This is an optimization exercise on Yosys and OpenROAD, whose aim is small area, not a production implementation. Function was checked by simulation only, so behaviour that the tests miss may differ from the original.

Design analog_axis_key_repeater_top, start of the top module:
module analog_axis_key_repeater_top (
    input  logic                                  clk,
    input  logic                                  rst_n,
    input  logic                                  push,
    output logic                                  full,
    input  logic                                  cmd,
    input  logic [akr_pkg::AXIS_BITS-1:0]         axis_number,
    input  logic signed [akr_pkg::LEVEL_BITS-1:0] axis_level,
    input  logic [akr_pkg::TIME_BITS-1:0]         time_ms,
    input  logic                                  cfg_we,
    input  logic [akr_pkg::CFG_IDX_BITS-1:0]      cfg_addr,
    input  logic [akr_pkg::CFG_BITS-1:0]          cfg_wdata,
    output logic                                  empty,
    input  logic                                  pop,
    output logic [akr_pkg::ENTRY_BITS-1:0]        entry_index,
    output logic [akr_pkg::KEY_BITS-1:0]          key_code,
    output logic                                  is_release,
    output logic                                  last_of_run
);
export LEC_CHECK = 0
export CAP_MARGIN = 20
export CORE_MARGIN = 2
export CORE_UTILIZATION = 40
export SLEW_MARGIN = 20
create_clock -name core_clock -period 10.0 [get_ports {clk}]
standard.sh (not shown) runs the stock make flow with config.mk's settings and CLKGATE_MAP_FILE= SYNTH_SCRIPT=/design/flow/synth_recipe.tcl, a recipe that flattens the netlist after the stock synthesis.
==> flow/flow/run.sh <==
#!/bin/bash
# Own layout flow: the standard ORFS flow, with two changes:
#  - ports are buffered with the smallest buffer (buf_1) instead of the default choice;
#  - clock tree synthesis uses clkbuf_16 clusters of up to 32 sinks and inserts no dummy loads.
# Each tool's output goes to the ORFS logs under orfs/logs; make's output to standard.log.
export BUFFER_PORTS_ARGS="-buffer_cell sky130_fd_sc_hd__buf_1"
export CTS_ARGS="-sink_clustering_enable -repair_clock_nets -buf_list sky130_fd_sc_hd__clkbuf_16 -sink_clustering_size 32 -sink_clustering_max_diameter 80 -dont_use_dummy_load"
bash standard.sh > standard.log 2>&1
Edit:
--- a/flow/design.v
+++ b/flow/design.v
@@ -198,48 +198,49 @@
         nr <= {nr[43:0], busy ? nr[47:44] : 4'd0};
         if (tick_acc || upd_acc)
         begin
             for (int i = 0; i < 11; i++) nr[47-4*i -: 4] <= nr[43-4*i -: 4] | ld[4*i +: 4];
             nr[3:0] <= ld[47:44];
         end
     end
-    logic        ccar, acar;
-    logic [4:0]  csum, asum;
+    logic        acar;
+    logic [4:0]  asum;
     logic [2:0]  ax;
     logic        upd;               
     logic        pos, rel, trig;
     logic        inva, invb, cin0, usez;
     logic [3:0]  thd;               
-    logic [15:0] th;
     logic        cz;                
     logic        as, bs, s16, c17, s17, zero, cmpw, shv;
     logic        sh_s, sh_t;
     logic [9:0]  pb, rb;            
     assign ax   = nr[30:28];
     assign upd  = busy && !tick;
     assign pos  = sc[0] && !ini;
     assign rel  = sc[1] && !ini;
     assign trig = ini ? sc[0] : ax[2];
     assign inva = pos && rel;
     assign invb = pos && !rel;
     assign cin0 = pos;
     assign usez = !pos && !rel;
+    logic [15:0] thr, thc;
+    logic        thw;
     always_comb
     begin
         case ({rel, trig})
-            2'b00:   th = cw[0] ? c_sp : akr_pkg::RST_STICK_PRESS;
-            2'b01:   th = cw[2] ? c_tp : akr_pkg::RST_TRIG_PRESS;
-            2'b10:   th = cw[1] ? c_sr : akr_pkg::RST_STICK_RELEASE;
-            default: th = cw[3] ? c_tr : akr_pkg::RST_TRIG_RELEASE;
+            2'b00:   begin thr = c_sp; thc = akr_pkg::RST_STICK_PRESS;   thw = cw[0]; end
+            2'b01:   begin thr = c_tp; thc = akr_pkg::RST_TRIG_PRESS;    thw = cw[2]; end
+            2'b10:   begin thr = c_sr; thc = akr_pkg::RST_STICK_RELEASE; thw = cw[1]; end
+            default: begin thr = c_tr; thc = akr_pkg::RST_TRIG_RELEASE;  thw = cw[3]; end
         endcase
         case (lo[1:0])
-            2'd0:    thd = th[3:0];
-            2'd1:    thd = th[7:4];
-            2'd2:    thd = th[11:8];
-            default: thd = th[15:12];
+            2'd0:    thd = thw ? thr[3:0]   : thc[3:0];
+            2'd1:    thd = thw ? thr[7:4]   : thc[7:4];
+            2'd2:    thd = thw ? thr[11:8]  : thc[11:8];
+            default: thd = thw ? thr[15:12] : thc[15:12];
         endcase
     end
     assign as   = nr[47] ^ inva;        
     assign bs   = invb;
     assign s16  = as ^ bs ^ asum[4];
     assign c17  = (as & bs) | (as & asum[4]) | (bs & asum[4]);
     assign s17  = as ^ bs ^ c17;
@@ -286,15 +287,14 @@
     logic         due;
     logic         hn, hp, cn, cp;   
     logic         fn, fp, wn, wp;   
     logic         rpt;              
     assign pass2 = busy && tick && sc[2];
     assign fdig  = fr[191:188];
     assign dig0  = !hi && (lo == 3'd0);
-    assign csum  = {1'b0, ndig} + {1'b0, ~fdig} + {4'd0, dig0 | ccar};
     assign en  = {w, 1'b0};
     assign ep  = {w, 1'b1};
     assign due = fired[en];
     assign hn  = held[en];
     assign hp  = held[ep];
     assign cn  = hn ? rb[en] : pb[en];
     assign cp  = hp ? rb[ep] : pb[ep];
@@ -325,20 +325,19 @@
         endcase
     end
     assign sdig = (hi || lo[2]) ? 4'd0
                 : (rpt ? (cw[5] ? sd_pd : rd) : (cw[4] ? sd_dl : rd));
     logic [3:0] aa, ab;
     logic       ac;
     assign aa   = upd ? ndig ^ {4{inva}} : ndig;
-    assign ab   = upd ? thd ^ {4{invb}} : sdig;
-    assign ac   = upd ? ((lo == 3'd0) ? cin0 : acar) : (!dig0 && acar);
+    assign ab   = upd ? thd ^ {4{invb}} : pass2 ? sdig : ~fdig;
+    assign ac   = upd ? ((lo == 3'd0) ? cin0 : acar) : pass2 ? (!dig0 && acar) : (dig0 || acar);
     assign asum = {1'b0, aa} + {1'b0, ab} + {4'd0, ac};
     always_ff @(posedge clk)
     begin
-        ccar <= csum[4];
         acar <= asum[4];
         fr   <= {fr[187:0], (pass2 && (wn || wp)) ? asum[3:0] : fdig};
     end
     logic       out;
     logic [9:0] below;      
     logic [9:0] lsb;
     logic       t8, t9;
@@ -361,15 +360,15 @@
                     fired[en] <= fn;
                     fired[ep] <= fp;
                     held[en]  <= hn ^ cn;
                     held[ep]  <= hp ^ cp;
                 end
                 else
                 begin
-                    fired[en] <= csum[4];
+                    fired[en] <= asum[4];
                 end
                 if (sc == 3'd4)
                 begin
                     fired[8] <= t8;
                     held[8]  <= held[8] ^ t8;
                     fired[9] <= t9;
                     held[9]  <= held[9] ^ t9;
What happened: The new run finished with timing, DRC and antenna clean; worst setup slack is worse by 380 ps; first-iteration DRC count increases by 4.9%; core utilization is about the same; global-route usage is about the same; hold slack gains 4.6 ps; routed wire length drops by 1.9%.

## separate check: timing with driven ports
How much do the figures lean on ideal ports? The routed layouts below were timed once more, with nothing changed but the port constraints. Step 1 (the two cells are an assumption about what drives the block):
set clk [get_ports {clk}]
set_driving_cell -lib_cell sky130_fd_sc_hd__clkbuf_16 $clk
set_driving_cell -lib_cell sky130_fd_sc_hd__buf_2 [delete_from_list [all_inputs] $clk]
Step 2 also shifts input and output timing later by t, the mid clock arrival at the registers, as if the neighbouring blocks saw the same clock. Slacks: ideal ports / drivers / drivers and shift; pairs: ideal ports / drivers.
run	t (ns)	setup WS [ns]	latest minus earliest clock arrival (ns)	worst data-port slew with drivers (ns)
the first run	0.546	4.947 / 4.947 / 4.947	0.065 / 0.065	0.08
the second run	0.536	4.565 / 4.565 / 4.565	0.089 / 0.089	0.06
After both steps every run listed still meets setup and hold.
